This design comes from an exercise in tuning for small area on the open sky130 flow, not from production work.
Only simulation tests tie the RTL to the original design; equivalence was not proved.
Power is estimated from default activity; no workload was simulated. The clock port is modelled as an ideal driver; clocking choices that lean on that would not hold on a real chip.

==> flow/design.v <==
package riscv_pkg;
   localparam int XLEN = 32;
   localparam int NREGS = 32;
   localparam int REG_ADDR_W = 5;
   localparam logic [REG_ADDR_W-1:0] ZERO_REG = 5'd0;
endpackage
module wb_sel (
   input  logic a,
   input  logic b,
   input  logic s,
   input  logic s_n,
   output logic y
);
   assign y = (s & a) | (s_n & b);
endmodule
module wb_mux #(
   parameter int XLEN = 32
) (
   input  logic [XLEN-1:0] read_data42,
   input  logic [XLEN-1:0] alu_out42,
   input  logic            memtoreg42,
   output logic [XLEN-1:0] wb_data
);
   logic memtoreg42_n;
   assign memtoreg42_n = ~memtoreg42;
   for (genvar b = 0; b < XLEN; b++) begin : g_bit
      wb_sel u_sel (.a(read_data42[b]), .b(alu_out42[b]), .s(memtoreg42), .s_n(memtoreg42_n), .y(wb_data[b]));
   end
endmodule
module rf_hold (
   input  logic en,
   input  logic en_n,
   input  logic d,
   input  logic q,
   output logic y
);
   assign y = (en & d) | (en_n & q);
endmodule
module dec_nor (
   input  logic a_n,
   input  logic b_n,
   output logic y
);
   assign y = ~(a_n | b_n);
endmodule
module cnt_bit (
   input  logic q,
   input  logic c,
   input  logic inc,
   input  logic hold,
   output logic d,
   output logic c_out
);
   logic s;
   assign {c_out, s} = q + c;
   assign d = (inc & s) | (hold & q);
endmodule
module rd_aoi3 (
   input  logic [2:0] s,
   input  logic [2:0] q,
   output logic       y_n
);
   assign y_n = ~|(s & q);
endmodule
module rd_bit (
   input  logic [31:1] s,
   input  logic [31:1] q,
   output logic        y
);
   logic [9:0] t_n;
   for (genvar g = 0; g < 10; g++) begin : g_aoi
      rd_aoi3 u_aoi (.s(s[3*g+3:3*g+1]), .q(q[3*g+3:3*g+1]), .y_n(t_n[g]));
   end
   assign y = ~(&t_n) | (s[31] & q[31]);
endmodule
module regfile_wb #(
   parameter int XLEN = 32,
   parameter int NREGS = 32
) (
   input  logic            clk,
   input  logic            rst,
   input  logic [XLEN-1:0] read_data42,
   input  logic [XLEN-1:0] alu_out42,
   input  logic            memtoreg42,
   input  logic            wr_en42,
   input  logic [4:0]      write_reg42,
   input  logic [4:0]      rs1_addr,
   input  logic [4:0]      rs2_addr,
   output logic [XLEN-1:0] rs1_data,
   output logic [XLEN-1:0] rs2_data,
   output logic [XLEN-1:0] wb_data,
   output logic [31:0]     wb_count
);
   logic [XLEN-1:0] regs_q [1:NREGS-1];
   logic [XLEN-1:0] regs_d [1:NREGS-1];
   logic [NREGS-1:1] ld, hold, sel1, sel2;
   logic [3:0]      wlo_n, r1lo_n, r2lo_n;
   logic [7:0]      whi_n, r1hi_n, r2hi_n;
   logic            commit, cnt_inc, cnt_hold;
   logic [32:0]     carry;
   logic [31:0]     carry_in;
   logic [31:0]     wb_count_q, wb_count_d;
   wb_mux #(.XLEN(XLEN)) u_wb_mux (
      .read_data42 (read_data42),
      .alu_out42   (alu_out42),
      .memtoreg42  (memtoreg42),
      .wb_data     (wb_data)
   );
   always_comb begin
      for (int j = 0; j < 4; j++) begin
         wlo_n[j]  = !(write_reg42[1:0] == 2'(j));
         r1lo_n[j] = !(rs1_addr[1:0] == 2'(j));
         r2lo_n[j] = !(rs2_addr[1:0] == 2'(j));
      end
      for (int k = 0; k < 8; k++) begin
         whi_n[k]  = !(wr_en42 && !rst && write_reg42[4:2] == 3'(k));
         r1hi_n[k] = !(rs1_addr[4:2] == 3'(k));
         r2hi_n[k] = !(rs2_addr[4:2] == 3'(k));
      end
   end
   for (genvar i = 1; i < NREGS; i++) begin : g_dec
      dec_nor u_ld   (.a_n(wlo_n[i % 4]),  .b_n(whi_n[i / 4]),  .y(ld[i]));
      dec_nor u_hold (.a_n(ld[i]),         .b_n(rst),           .y(hold[i]));
      dec_nor u_sel1 (.a_n(r1lo_n[i % 4]), .b_n(r1hi_n[i / 4]), .y(sel1[i]));
      dec_nor u_sel2 (.a_n(r2lo_n[i % 4]), .b_n(r2hi_n[i / 4]), .y(sel2[i]));
   end
   for (genvar i = 1; i < NREGS; i++) begin : g_ent
      for (genvar b = 0; b < XLEN; b++) begin : g_bit
         rf_hold u_hold (
            .en(ld[i]), .en_n(hold[i]), .d(wb_data[b]), .q(regs_q[i][b]), .y(regs_d[i][b])
         );
      end
   end
   always_ff @(posedge clk) begin
      for (int i = 1; i < NREGS; i++) regs_q[i] <= regs_d[i];
   end
   assign commit = wr_en42 && (write_reg42 != riscv_pkg::ZERO_REG);
   assign cnt_inc  = commit && !rst;
   assign cnt_hold = !commit && !rst;
   for (genvar b = 0; b < 32; b++) begin : g_cnt
      if (b == 0)
         assign carry_in[b] = 1'b1;
      else if (b % 8 == 0)
         assign carry_in[b] = &wb_count_q[b-1:0];
      else
         assign carry_in[b] = carry[b];
      cnt_bit u_bit (
         .q(wb_count_q[b]), .c(carry_in[b]), .inc(cnt_inc), .hold(cnt_hold),
         .d(wb_count_d[b]), .c_out(carry[b+1])
      );
   end
   always_ff @(posedge clk) wb_count_q <= wb_count_d;
   for (genvar b = 0; b < XLEN; b++) begin : g_rd
      logic [NREGS-1:1] col;
      for (genvar i = 1; i < NREGS; i++) begin : g_col
         assign col[i] = regs_q[i][b];
      end
      rd_bit u_rd1 (.s(sel1), .q(col), .y(rs1_data[b]));
      rd_bit u_rd2 (.s(sel2), .q(col), .y(rs2_data[b]));
   end
   assign wb_count = wb_count_q;
endmodule
Settings: LEC_CHECK=0, CAP_MARGIN=5, CORE_MARGIN=2, CORE_UTILIZATION=45, GPL_TIMING_DRIVEN=0, SETUP_SLACK_MARGIN=0.2, SLEW_MARGIN=5, SYNTH_HIERARCHICAL=1, SYNTH_MINIMUM_KEEP_SIZE=0; clock period 7.0 ns.
standard.sh (not shown) runs the stock make flow with config.mk's settings and CLKGATE_MAP_FILE= SYNTH_SCRIPT=/design/flow/synth_recipe.tcl, a recipe that flattens the netlist after the stock synthesis.
==> flow/flow/run.sh <==
#!/bin/bash
# Standard ORFS layout with two changes: small port buffers, and a clock
# tree with its own leaf clustering and no dummy loads. Each tool's output
# is kept in the ORFS logs under orfs/logs; make's own output goes to
# flow_make.log.
set -euo pipefail
export BUFFER_PORTS_ARGS="-buffer_cell sky130_fd_sc_hd__buf_1"
export CTS_ARGS="-sink_clustering_enable -repair_clock_nets -dont_use_dummy_load -buf_list sky130_fd_sc_hd__clkbuf_16 -sink_clustering_size 30 -sink_clustering_max_diameter 90"
bash standard.sh > flow_make.log 2>&1
==> next run, changes <==
--- a/flow/config.mk
+++ b/flow/config.mk
@@ -10,3 +10,2 @@
 export CORE_UTILIZATION = 45
-export GPL_TIMING_DRIVEN = 0
 export SETUP_SLACK_MARGIN = 0.2
Outcome:
- cell area drops by 4.8%
- sequential power stays flat
- hold slack gets worse by 7.5 ps
- routed wire length drops by 1.2%
- synthesized area does not change
- worst setup slack gets better by 340 ps
- register-to-register slack gets better by 50 ps
- combinational power drops by 11%
- final cell count hardly moves
- power drops by 0.52%
==> next run, changes <==
--- a/flow/config.mk
+++ b/flow/config.mk
@@ -10,2 +10,3 @@
 export CORE_UTILIZATION = 45
+export PLACE_DENSITY = 0.85
 export SETUP_SLACK_MARGIN = 0.2
Outcome: The new run completed with no timing, DRC or antenna violations. Power fell by 1.7%. Hold slack improved by 12 ps. Critical path depth stays the same.

## separate check: timing with driven ports
The flow's constraints put no driver on any port. The routed layouts listed below were extracted and timed again, unchanged, in two steps.
Step 1: set_driving_cell puts a clkbuf_16 on clk and a buf_2 on each other input, an assumption about the parent block.
Step 2, shift: input delay + t, output delay - t, t = (earliest + latest rising clock arrival at the registers) / 2. This alone moves slack from input paths to output paths.
a / b / c = ideal ports / drivers / drivers and shift; a / b = the first two.
| run | t (ns) | slack for setup (ns) | clock arrival spread, ns | cell pins on the clock port's net |
|---|---|---|---|---|
| the first run | 0.689 | 0.694 / 0.534 / 0.534 | 0.063 / 0.064 | 1 |
| the second run | 0.699 | 1.037 / 0.861 / 0.861 | 0.055 / 0.055 | 1 |
| the third run | 0.696 | 0.909 / 0.863 / 0.863 | 0.073 / 0.073 | 1 |
After both steps setup and hold are still met in every run listed. For the second run, which loses most, drivers alone change the setup slack by -0.176 ns; drivers and shift together by -0.176 ns.
